Context: an optimization exercise on an open-source flow, tuned for small area. The choices shown serve that exercise and are no tape-out recipe. In this exercise RTL edits were held to simulation tests only and were not proved equivalent to the original. Power and IR drop assume default switching activity.

==> maple: inputs <==
## map_controller
module map_controller
(
  input  logic       clock_50,
  input  logic       resetn,
  input  logic       init,
  output logic       busy,
  input  logic [4:0] map_x,
  input  logic [4:0] map_y,
  output logic [2:0] sprite_type,
  input  logic       wr_en,
  input  logic [4:0] wr_x,
  input  logic [4:0] wr_y,
  input  logic [2:0] wr_type,
  output logic       wr_ack,
  output logic       wr_err,
  output logic [8:0] orbs_left,
  output logic       level_clear
);
  localparam int NGX = 7;
  localparam int NY  = 21;
  localparam int NG  = NGX * NY;
  function automatic logic is_orb(input logic [2:0] t);
    is_orb = (t == 3'b001) || (t == 3'b010);
  endfunction
  function automatic logic [6:0] enc(input logic [2:0] a, input logic [2:0] b,
                                     input logic [2:0] c);
    case ({a[2], b[2], c[2]})
      3'b000: enc = {1'b0, a[1:0], b[1:0], c[1:0]};
      3'b100: enc = {3'b100, b[1:0], c[1:0]};
      3'b010: enc = {3'b101, a[1:0], c[1:0]};
      3'b001: enc = {3'b110, a[1:0], b[1:0]};
      3'b110: enc = {5'b11100, c[1:0]};
      3'b101: enc = {5'b11101, b[1:0]};
      3'b011: enc = {5'b11110, a[1:0]};
      default: enc = 7'b1111100;
    endcase
  endfunction
  function automatic logic [8:0] dec(input logic [6:0] g);
    logic [2:0] a, b, c;
    if (!g[6]) begin
      a = {1'b0, g[5:4]}; b = {1'b0, g[3:2]}; c = {1'b0, g[1:0]};
    end else begin
      case (g[5:4])
        2'b00: begin a = 3'b100;         b = {1'b0, g[3:2]}; c = {1'b0, g[1:0]}; end
        2'b01: begin a = {1'b0, g[3:2]}; b = 3'b100;         c = {1'b0, g[1:0]}; end
        2'b10: begin a = {1'b0, g[3:2]}; b = {1'b0, g[1:0]}; c = 3'b100;         end
        default: begin
          case (g[3:2])
  ...
export LEC_CHECK = 0
export CAP_MARGIN = 20
export CORE_MARGIN = 2
export CORE_UTILIZATION = 50
export CTS_CLUSTER_DIAMETER = 100
export CTS_CLUSTER_SIZE = 25
export SLEW_MARGIN = 20
export SYNTH_HIERARCHICAL = 1
export SYNTH_MINIMUM_KEEP_SIZE = 0
create_clock -name core_clock -period 40.0 [get_ports {clock_50}]
run.sh (not shown) runs the stock make flow with config.mk's settings and CLKGATE_MAP_FILE= SYNTH_SCRIPT=/design/flow/synth_recipe.tcl, a recipe that flattens the netlist after the stock synthesis.
==> inputs of garnet, as changes to maple <==
--- a/flow/design.v
+++ b/flow/design.v
@@ -139,25 +139,27 @@
   logic       r_wrst;      
   logic [4:0] r_iy;        
   logic [2:0] r_igx;       
   logic [1:0] r_ip;        
   logic [8:0] r_orbs;
   logic       r_wr_ack, r_wr_err;
   logic [2:0] r_spr;
   logic       r_ph;        
+  logic       r_pol;       
   logic       r_early;     
   logic [6:0] r_old;       
   logic [6:0] r_slot [0:NGX*10-1];    
   logic [6:0] r_pair [0:NGX*10-1];    
   logic [6:0] r_row20 [0:NGX-1];      
   logic [NY-1:0]  w_ry, w_wy;
   logic [NGX-1:0] w_rgx, w_wgx;
   logic [10:0]    w_qy;
-  logic [6:0]     w_rg, w_wport, w_wg, w_wd, w_def_grp, w_bus, w_rd_grp;
+  logic [6:0]     w_rg, w_wport, w_wg, w_wd, w_def_grp, w_bus, w_rd_grp, w_rgp, w_wpp, w_slot_d;
+  logic           w_rinv, w_winv;
   logic [8:0]     w_wold;
   logic [2:0]     w_old;
   logic           w_def_orb, w_byp, w_wnow, w_accept, w_we, w_wr_ok, w_row20;
   logic [4:0]     w_ay;
   map_layout_rom u_rom (
     .i_y     (r_iy),
     .i_gx    (r_igx),
     .i_p     (r_ip),
@@ -177,46 +179,55 @@
     for (genvar k = 0; k < NGX; k++) begin : g_col
       assign w_flat[((2*m)*NGX+k)*7 +: 7]   = r_slot[m*NGX+k];
       assign w_flat[((2*m+1)*NGX+k)*7 +: 7] = r_pair[m*NGX+k];
     end
   end
   for (genvar k = 0; k < NGX; k++) begin : g_flat_20
     assign w_flat[(20*NGX+k)*7 +: 7] = r_row20[k];
   end
-  map_port u_rd_port (.i_grp(w_flat), .i_yh(w_ry), .i_gh(w_rgx), .o_grp(w_rg));
+  map_port u_rd_port (.i_grp(w_flat), .i_yh(w_ry), .i_gh(w_rgx), .o_grp(w_rgp));
+  always_comb begin
+    if (map_y[4] && map_y[2])    w_rinv = 1'b0;
+    else if (map_y[0] ^ r_ph)    w_rinv = r_pol;
+    else                         w_rinv = r_ph ^ r_pol;
+  end
+  assign w_rg = w_rgp ^ {7{w_rinv}};
   logic [7*NGX*11-1:0] w_qflat;
   for (genvar m = 0; m < 10; m++) begin : g_qflat
     assign w_qflat[m*NGX*7 +: NGX*7] = w_flat[(2*m+1)*NGX*7 +: NGX*7];
     assign w_qy[m] = w_wy[2*m+1];
   end
   assign w_qflat[10*NGX*7 +: NGX*7] = w_flat[20*NGX*7 +: NGX*7];
   assign w_qy[10] = w_wy[20];
-  map_port #(.NR(11)) u_wr_port (.i_grp(w_qflat), .i_yh(w_qy), .i_gh(w_wgx), .o_grp(w_wport));
+  map_port #(.NR(11)) u_wr_port (.i_grp(w_qflat), .i_yh(w_qy), .i_gh(w_wgx), .o_grp(w_wpp));
   assign w_wr_ok  = (wr_x <= 5'd20) && (wr_y <= 5'd20) && (wr_type <= 3'b100);
   assign w_accept = !r_busy && !r_wrst && !init && wr_en && w_wr_ok;
   assign w_row20  = wr_y[4] && wr_y[2];
   assign w_wnow   = (wr_y[0] ^ r_ph) || w_row20;
+  assign w_winv   = r_pol && !w_row20;
+  assign w_wport  = w_wpp ^ {7{w_winv}};
   assign w_wg = r_early ? r_old : w_wport;
   always_comb begin
     w_wold = dec(w_wg);
     case (pos3(wr_x))
       2'd0:    begin w_old = w_wold[8:6]; w_wd = enc(wr_type, w_wold[5:3], w_wold[2:0]); end
       2'd1:    begin w_old = w_wold[5:3]; w_wd = enc(w_wold[8:6], wr_type, w_wold[2:0]); end
       default: begin w_old = w_wold[2:0]; w_wd = enc(w_wold[8:6], w_wold[5:3], wr_type); end
     endcase
   end
   assign w_bus = r_busy ? w_def_grp : w_wd;
+  assign w_slot_d = w_bus ^ {7{r_pol}};
   assign w_we  = r_busy || (r_wrst && w_wnow) || (w_accept && w_wnow && !w_row20);
   for (genvar m = 0; m < 10; m++) begin : g_pair
     for (genvar k = 0; k < NGX; k++) begin : g_col
       logic       w_en;
       logic [6:0] w_d;
       assign w_en = w_we && w_wy[2*m+1] && w_wgx[k];
-      map_slot_mux u_mux (.i_en(w_en), .i_en_n(!w_en), .i_bus(w_bus),
+      map_slot_mux u_mux (.i_en(w_en), .i_en_n(!w_en), .i_bus(w_slot_d),
                           .i_pair(r_pair[m*NGX+k]), .o_d(w_d));
       always_ff @(posedge clock_50) begin
         r_slot[m*NGX+k] <= w_d;
         r_pair[m*NGX+k] <= r_slot[m*NGX+k];
       end
     end
   end
   for (genvar k = 0; k < NGX; k++) begin : g_row20
@@ -228,52 +239,50 @@
   assign w_rd_grp = w_byp ? r_old : w_rg;
   logic       w_done, w_rd_ok, w_p_last, w_g_last;
   logic [8:0] w_orbs_nxt;
   assign w_p_last = (r_ip == 2'd2);
   assign w_g_last = w_p_last && (r_igx == 3'd6);
   assign w_done   = w_g_last && (r_iy == 5'd20);
   assign w_rd_ok  = (map_x <= 5'd20) && (map_y <= 5'd20);
   always_comb begin
-    w_orbs_nxt = r_orbs;
-    if (r_busy) begin
-      w_orbs_nxt = (r_iy == 5'd0) ? 9'd0 : r_orbs + {8'd0, w_def_orb};
-    end else if (r_wrst) begin
-      if (is_orb(w_old) && !is_orb(wr_type))
-        w_orbs_nxt = r_orbs - 9'd1;
-      else if (!is_orb(w_old) && is_orb(wr_type))
-        w_orbs_nxt = r_orbs + 9'd1;
-    end
+    logic w_inc, w_dec;
+    w_inc = r_busy ? w_def_orb : (r_wrst && !is_orb(w_old) && is_orb(wr_type));
+    w_dec = !r_busy && r_wrst && is_orb(w_old) && !is_orb(wr_type);
+    w_orbs_nxt = r_orbs + {{8{w_dec}}, w_inc || w_dec};
+    if (r_busy && r_iy == 5'd0) w_orbs_nxt = 9'd0;
   end
   always_ff @(posedge clock_50)
     r_old <= w_wport;
   always_ff @(posedge clock_50 or negedge resetn) begin
     if (!resetn) begin
       r_busy   <= 1'b1;
       r_wrst   <= 1'b0;
       r_iy     <= '0;
       r_igx    <= '0;
       r_ip     <= '0;
       r_orbs   <= '0;
       r_wr_ack <= 1'b0;
       r_wr_err <= 1'b0;
       r_spr    <= '0;
       r_ph     <= 1'b0;
+      r_pol    <= 1'b0;
       r_early  <= 1'b0;
     end else begin
       r_busy   <= r_busy ? !w_done : init;
       r_wrst   <= w_accept;
       r_ip     <= (r_busy && !w_p_last) ? r_ip + 2'd1 : 2'd0;
       r_igx    <= (r_busy && !w_g_last) ? r_igx + {2'd0, w_p_last} : 3'd0;
       r_iy     <= (r_busy && !w_done) ? r_iy + {4'd0, w_g_last} : 5'd0;
       r_orbs   <= w_orbs_nxt;
       r_wr_ack <= r_wrst;
       r_wr_err <= !r_busy && !r_wrst && !init && wr_en && !w_wr_ok;
       r_spr    <= (w_rd_ok && !r_busy) ? dec_sel(w_rd_grp, pos3(map_x)) : 3'b000;
       r_ph     <= !r_ph;
+      r_pol    <= r_pol ^ r_ph;
       r_early  <= w_accept && w_wnow && !w_row20;
     end
   end
   assign busy        = r_busy;
   assign sprite_type = r_spr;
   assign wr_ack      = r_wr_ack;
   assign wr_err      = r_wr_err;
   assign orbs_left   = r_orbs;
@@ -299,25 +308,47 @@
 #(
   parameter int N = 7
 )
 (
   input  logic [7*N-1:0] i_d,
   input  logic [N-1:0]   i_sel,
   output logic [6:0]     o_d
 );
+  localparam int N3 = N / 3;
+  localparam int NT = N3 + ((N % 3) != 0 ? 1 : 0);
+  logic [6:0] w_t [0:NT-1];
+  for (genvar i = 0; i < N3; i++) begin : g_aoi
+    map_aoi3 u_aoi (.i_d(i_d[i*21 +: 21]), .i_sel(i_sel[i*3 +: 3]), .o_n(w_t[i]));
+  end
+  if (N % 3 == 1) begin : g_rest1
+    assign w_t[N3] = ~({7{i_sel[N-1]}} & i_d[(N-1)*7 +: 7]);
+  end else if (N % 3 == 2) begin : g_rest2
+    assign w_t[N3] = ~(({7{i_sel[N-2]}} & i_d[(N-2)*7 +: 7]) |
+                       ({7{i_sel[N-1]}} & i_d[(N-1)*7 +: 7]));
+  end
   always_comb begin
-    o_d = '0;
-    for (int k = 0; k < N; k++)
-      o_d = o_d | ({7{i_sel[k]}} & i_d[k*7 +: 7]);
+    o_d = '1;
+    for (int i = 0; i < NT; i++)
+      o_d = o_d & w_t[i];
+    o_d = ~o_d;
   end
 endmodule
+module map_aoi3
+(
+  input  logic [20:0] i_d,
+  input  logic [2:0]  i_sel,
+  output logic [6:0]  o_n
+);
+  assign o_n = ~(({7{i_sel[0]}} & i_d[0 +: 7]) | ({7{i_sel[1]}} & i_d[7 +: 7]) |
+                 ({7{i_sel[2]}} & i_d[14 +: 7]));
+endmodule
 module map_slot_mux
 (
   input  logic       i_en,
   input  logic       i_en_n,
   input  logic [6:0] i_bus,
   input  logic [6:0] i_pair,
   output logic [6:0] o_d
 );
-  assign o_d = ({7{i_en}} & i_bus) | ({7{i_en_n}} & i_pair);
+  assign o_d = ~(({7{i_en}} | i_pair) & ({7{i_en_n}} | i_bus));
 endmodule
 `default_nettype wire
- CORE_UTILIZATION: 50 -> 65
==> inputs of onyx, as changes to maple <==
--- a/flow/design.v
+++ b/flow/design.v
@@ -203,23 +203,18 @@
       2'd1:    begin w_old = w_wold[5:3]; w_wd = enc(w_wold[8:6], wr_type, w_wold[2:0]); end
       default: begin w_old = w_wold[2:0]; w_wd = enc(w_wold[8:6], w_wold[5:3], wr_type); end
     endcase
   end
   assign w_bus = r_busy ? w_def_grp : w_wd;
   assign w_we  = r_busy || (r_wrst && w_wnow) || (w_accept && w_wnow && !w_row20);
   for (genvar m = 0; m < 10; m++) begin : g_pair
     for (genvar k = 0; k < NGX; k++) begin : g_col
-      logic       w_en;
-      logic [6:0] w_d;
-      assign w_en = w_we && w_wy[2*m+1] && w_wgx[k];
-      map_slot_mux u_mux (.i_en(w_en), .i_en_n(!w_en), .i_bus(w_bus),
-                          .i_pair(r_pair[m*NGX+k]), .o_d(w_d));
       always_ff @(posedge clock_50) begin
-        r_slot[m*NGX+k] <= w_d;
+        r_slot[m*NGX+k] <= (w_we && w_wy[2*m+1] && w_wgx[k]) ? w_bus : r_pair[m*NGX+k];
         r_pair[m*NGX+k] <= r_slot[m*NGX+k];
       end
     end
   end
   for (genvar k = 0; k < NGX; k++) begin : g_row20
     always_ff @(posedge clock_50)
       if (w_we && w_wy[20] && w_wgx[k])
         r_row20[k] <= w_bus;
@@ -305,19 +300,9 @@
   output logic [6:0]     o_d
 );
   always_comb begin
     o_d = '0;
     for (int k = 0; k < N; k++)
       o_d = o_d | ({7{i_sel[k]}} & i_d[k*7 +: 7]);
   end
 endmodule
-module map_slot_mux
-(
-  input  logic       i_en,
-  input  logic       i_en_n,
-  input  logic [6:0] i_bus,
-  input  logic [6:0] i_pair,
-  output logic [6:0] o_d
-);
-  assign o_d = ({7{i_en}} & i_bus) | ({7{i_en_n}} & i_pair);
-endmodule
 `default_nettype wire
- CORE_UTILIZATION: 50 -> 60
==> inputs of xenon, as changes to maple <==
--- a/flow/design.v
+++ b/flow/design.v
@@ -139,25 +139,27 @@
   logic       r_wrst;      
   logic [4:0] r_iy;        
   logic [2:0] r_igx;       
   logic [1:0] r_ip;        
   logic [8:0] r_orbs;
   logic       r_wr_ack, r_wr_err;
   logic [2:0] r_spr;
   logic       r_ph;        
+  logic       r_pol;       
   logic       r_early;     
   logic [6:0] r_old;       
   logic [6:0] r_slot [0:NGX*10-1];    
   logic [6:0] r_pair [0:NGX*10-1];    
   logic [6:0] r_row20 [0:NGX-1];      
   logic [NY-1:0]  w_ry, w_wy;
   logic [NGX-1:0] w_rgx, w_wgx;
   logic [10:0]    w_qy;
-  logic [6:0]     w_rg, w_wport, w_wg, w_wd, w_def_grp, w_bus, w_rd_grp;
+  logic [6:0]     w_rg, w_wport, w_wg, w_wd, w_def_grp, w_bus, w_rd_grp, w_rgp, w_wpp, w_slot_d;
+  logic           w_rinv, w_winv;
   logic [8:0]     w_wold;
   logic [2:0]     w_old;
   logic           w_def_orb, w_byp, w_wnow, w_accept, w_we, w_wr_ok, w_row20;
   logic [4:0]     w_ay;
   map_layout_rom u_rom (
     .i_y     (r_iy),
     .i_gx    (r_igx),
     .i_p     (r_ip),
@@ -177,46 +179,55 @@
     for (genvar k = 0; k < NGX; k++) begin : g_col
       assign w_flat[((2*m)*NGX+k)*7 +: 7]   = r_slot[m*NGX+k];
       assign w_flat[((2*m+1)*NGX+k)*7 +: 7] = r_pair[m*NGX+k];
     end
   end
   for (genvar k = 0; k < NGX; k++) begin : g_flat_20
     assign w_flat[(20*NGX+k)*7 +: 7] = r_row20[k];
   end
-  map_port u_rd_port (.i_grp(w_flat), .i_yh(w_ry), .i_gh(w_rgx), .o_grp(w_rg));
+  map_port u_rd_port (.i_grp(w_flat), .i_yh(w_ry), .i_gh(w_rgx), .o_grp(w_rgp));
+  always_comb begin
+    if (map_y[4] && map_y[2])    w_rinv = 1'b0;
+    else if (map_y[0] ^ r_ph)    w_rinv = r_pol;
+    else                         w_rinv = r_ph ^ r_pol;
+  end
+  assign w_rg = w_rgp ^ {7{w_rinv}};
   logic [7*NGX*11-1:0] w_qflat;
   for (genvar m = 0; m < 10; m++) begin : g_qflat
     assign w_qflat[m*NGX*7 +: NGX*7] = w_flat[(2*m+1)*NGX*7 +: NGX*7];
     assign w_qy[m] = w_wy[2*m+1];
   end
   assign w_qflat[10*NGX*7 +: NGX*7] = w_flat[20*NGX*7 +: NGX*7];
   assign w_qy[10] = w_wy[20];
-  map_port #(.NR(11)) u_wr_port (.i_grp(w_qflat), .i_yh(w_qy), .i_gh(w_wgx), .o_grp(w_wport));
+  map_port #(.NR(11)) u_wr_port (.i_grp(w_qflat), .i_yh(w_qy), .i_gh(w_wgx), .o_grp(w_wpp));
   assign w_wr_ok  = (wr_x <= 5'd20) && (wr_y <= 5'd20) && (wr_type <= 3'b100);
   assign w_accept = !r_busy && !r_wrst && !init && wr_en && w_wr_ok;
   assign w_row20  = wr_y[4] && wr_y[2];
   assign w_wnow   = (wr_y[0] ^ r_ph) || w_row20;
+  assign w_winv   = r_pol && !w_row20;
+  assign w_wport  = w_wpp ^ {7{w_winv}};
   assign w_wg = r_early ? r_old : w_wport;
   always_comb begin
     w_wold = dec(w_wg);
     case (pos3(wr_x))
       2'd0:    begin w_old = w_wold[8:6]; w_wd = enc(wr_type, w_wold[5:3], w_wold[2:0]); end
       2'd1:    begin w_old = w_wold[5:3]; w_wd = enc(w_wold[8:6], wr_type, w_wold[2:0]); end
       default: begin w_old = w_wold[2:0]; w_wd = enc(w_wold[8:6], w_wold[5:3], wr_type); end
     endcase
   end
   assign w_bus = r_busy ? w_def_grp : w_wd;
+  assign w_slot_d = w_bus ^ {7{r_pol}};
   assign w_we  = r_busy || (r_wrst && w_wnow) || (w_accept && w_wnow && !w_row20);
   for (genvar m = 0; m < 10; m++) begin : g_pair
     for (genvar k = 0; k < NGX; k++) begin : g_col
       logic       w_en;
       logic [6:0] w_d;
       assign w_en = w_we && w_wy[2*m+1] && w_wgx[k];
-      map_slot_mux u_mux (.i_en(w_en), .i_en_n(!w_en), .i_bus(w_bus),
+      map_slot_mux u_mux (.i_en(w_en), .i_en_n(!w_en), .i_bus(w_slot_d),
                           .i_pair(r_pair[m*NGX+k]), .o_d(w_d));
       always_ff @(posedge clock_50) begin
         r_slot[m*NGX+k] <= w_d;
         r_pair[m*NGX+k] <= r_slot[m*NGX+k];
       end
     end
   end
   for (genvar k = 0; k < NGX; k++) begin : g_row20
@@ -228,52 +239,50 @@
   assign w_rd_grp = w_byp ? r_old : w_rg;
   logic       w_done, w_rd_ok, w_p_last, w_g_last;
   logic [8:0] w_orbs_nxt;
   assign w_p_last = (r_ip == 2'd2);
   assign w_g_last = w_p_last && (r_igx == 3'd6);
   assign w_done   = w_g_last && (r_iy == 5'd20);
   assign w_rd_ok  = (map_x <= 5'd20) && (map_y <= 5'd20);
   always_comb begin
-    w_orbs_nxt = r_orbs;
-    if (r_busy) begin
-      w_orbs_nxt = (r_iy == 5'd0) ? 9'd0 : r_orbs + {8'd0, w_def_orb};
-    end else if (r_wrst) begin
-      if (is_orb(w_old) && !is_orb(wr_type))
-        w_orbs_nxt = r_orbs - 9'd1;
-      else if (!is_orb(w_old) && is_orb(wr_type))
-        w_orbs_nxt = r_orbs + 9'd1;
-    end
+    logic w_inc, w_dec;
+    w_inc = r_busy ? w_def_orb : (r_wrst && !is_orb(w_old) && is_orb(wr_type));
+    w_dec = !r_busy && r_wrst && is_orb(w_old) && !is_orb(wr_type);
+    w_orbs_nxt = r_orbs + {{8{w_dec}}, w_inc || w_dec};
+    if (r_busy && r_iy == 5'd0) w_orbs_nxt = 9'd0;
   end
   always_ff @(posedge clock_50)
     r_old <= w_wport;
   always_ff @(posedge clock_50 or negedge resetn) begin
     if (!resetn) begin
       r_busy   <= 1'b1;
       r_wrst   <= 1'b0;
       r_iy     <= '0;
       r_igx    <= '0;
       r_ip     <= '0;
       r_orbs   <= '0;
       r_wr_ack <= 1'b0;
       r_wr_err <= 1'b0;
       r_spr    <= '0;
       r_ph     <= 1'b0;
+      r_pol    <= 1'b0;
       r_early  <= 1'b0;
     end else begin
       r_busy   <= r_busy ? !w_done : init;
       r_wrst   <= w_accept;
       r_ip     <= (r_busy && !w_p_last) ? r_ip + 2'd1 : 2'd0;
       r_igx    <= (r_busy && !w_g_last) ? r_igx + {2'd0, w_p_last} : 3'd0;
       r_iy     <= (r_busy && !w_done) ? r_iy + {4'd0, w_g_last} : 5'd0;
       r_orbs   <= w_orbs_nxt;
       r_wr_ack <= r_wrst;
       r_wr_err <= !r_busy && !r_wrst && !init && wr_en && !w_wr_ok;
       r_spr    <= (w_rd_ok && !r_busy) ? dec_sel(w_rd_grp, pos3(map_x)) : 3'b000;
       r_ph     <= !r_ph;
+      r_pol    <= r_pol ^ r_ph;
       r_early  <= w_accept && w_wnow && !w_row20;
     end
   end
   assign busy        = r_busy;
   assign sprite_type = r_spr;
   assign wr_ack      = r_wr_ack;
   assign wr_err      = r_wr_err;
   assign orbs_left   = r_orbs;
@@ -299,25 +308,47 @@
 #(
   parameter int N = 7
 )
 (
   input  logic [7*N-1:0] i_d,
   input  logic [N-1:0]   i_sel,
   output logic [6:0]     o_d
 );
+  localparam int N3 = N / 3;
+  localparam int NT = N3 + ((N % 3) != 0 ? 1 : 0);
+  logic [6:0] w_t [0:NT-1];
+  for (genvar i = 0; i < N3; i++) begin : g_aoi
+    map_aoi3 u_aoi (.i_d(i_d[i*21 +: 21]), .i_sel(i_sel[i*3 +: 3]), .o_n(w_t[i]));
+  end
+  if (N % 3 == 1) begin : g_rest1
+    assign w_t[N3] = ~({7{i_sel[N-1]}} & i_d[(N-1)*7 +: 7]);
+  end else if (N % 3 == 2) begin : g_rest2
+    assign w_t[N3] = ~(({7{i_sel[N-2]}} & i_d[(N-2)*7 +: 7]) |
+                       ({7{i_sel[N-1]}} & i_d[(N-1)*7 +: 7]));
+  end
   always_comb begin
-    o_d = '0;
-    for (int k = 0; k < N; k++)
-      o_d = o_d | ({7{i_sel[k]}} & i_d[k*7 +: 7]);
+    o_d = '1;
+    for (int i = 0; i < NT; i++)
+      o_d = o_d & w_t[i];
+    o_d = ~o_d;
   end
 endmodule
+module map_aoi3
+(
+  input  logic [20:0] i_d,
+  input  logic [2:0]  i_sel,
+  output logic [6:0]  o_n
+);
+  assign o_n = ~(({7{i_sel[0]}} & i_d[0 +: 7]) | ({7{i_sel[1]}} & i_d[7 +: 7]) |
+                 ({7{i_sel[2]}} & i_d[14 +: 7]));
+endmodule
 module map_slot_mux
 (
   input  logic       i_en,
   input  logic       i_en_n,
   input  logic [6:0] i_bus,
   input  logic [6:0] i_pair,
   output logic [6:0] o_d
 );
-  assign o_d = ({7{i_en}} & i_bus) | ({7{i_en_n}} & i_pair);
+  assign o_d = ~(({7{i_en}} | i_pair) & ({7{i_en_n}} | i_bus));
 endmodule
 `default_nettype wire
- CORE_UTILIZATION: 50 -> 60
==> comparison <==
- In sequential power, xenon and maple hardly differ.
- Of maple and garnet, maple has the higher cell area (gap about 4.4%, measured against garnet).
- In xenon the global-route usage is higher than in maple, by 4.2 points.
- Die area, highest first: maple, onyx, xenon, garnet.
- In onyx the synthesized cell count is larger than in maple, by about 4%.
- In maple the combinational power is smaller than in xenon, by about 50%.
- Total power: xenon > garnet > onyx > maple.
- Between garnet and maple, the lower worst hold slack is in garnet (gap 0.017 ns).

[port drivers added, routing unchanged]
No port has a modelled driver above. Below, the same layouts with a new extraction and two added sets of constraints.
Step 1, drivers: a clkbuf_16 drives clock_50 and a buf_2 each remaining input, both assumed.
Step 2, shift: input delay + t, output delay - t, t = (earliest + latest rising clock arrival at the registers) / 2. This alone moves slack from input paths to output paths.
Slacks: no drivers / after step 1 / after step 2; pairs: no drivers / after step 1.
run | t (ns) | setup slack, ns | worst hold slack (ns) | worst register clock-pin slew, ns
maple | 0.704 | 23.199 / 23.243 / 22.539 | 0.340 / 0.340 / 0.340 | 0.11 / 0.11
garnet | 0.714 | 22.257 / 22.301 / 21.587 | 0.323 / 0.323 / 0.323 | 0.10 / 0.10
onyx | 0.716 | 24.128 / 24.165 / 23.450 | 0.344 / 0.344 / 0.344 | 0.11 / 0.11
xenon | 0.704 | 22.627 / 22.670 / 21.966 | 0.347 / 0.347 / 0.347 | 0.11 / 0.11
After both steps every run listed still meets setup and hold. For onyx, which loses most, drivers alone change the setup slack by +0.037 ns; drivers and shift together by -0.678 ns.
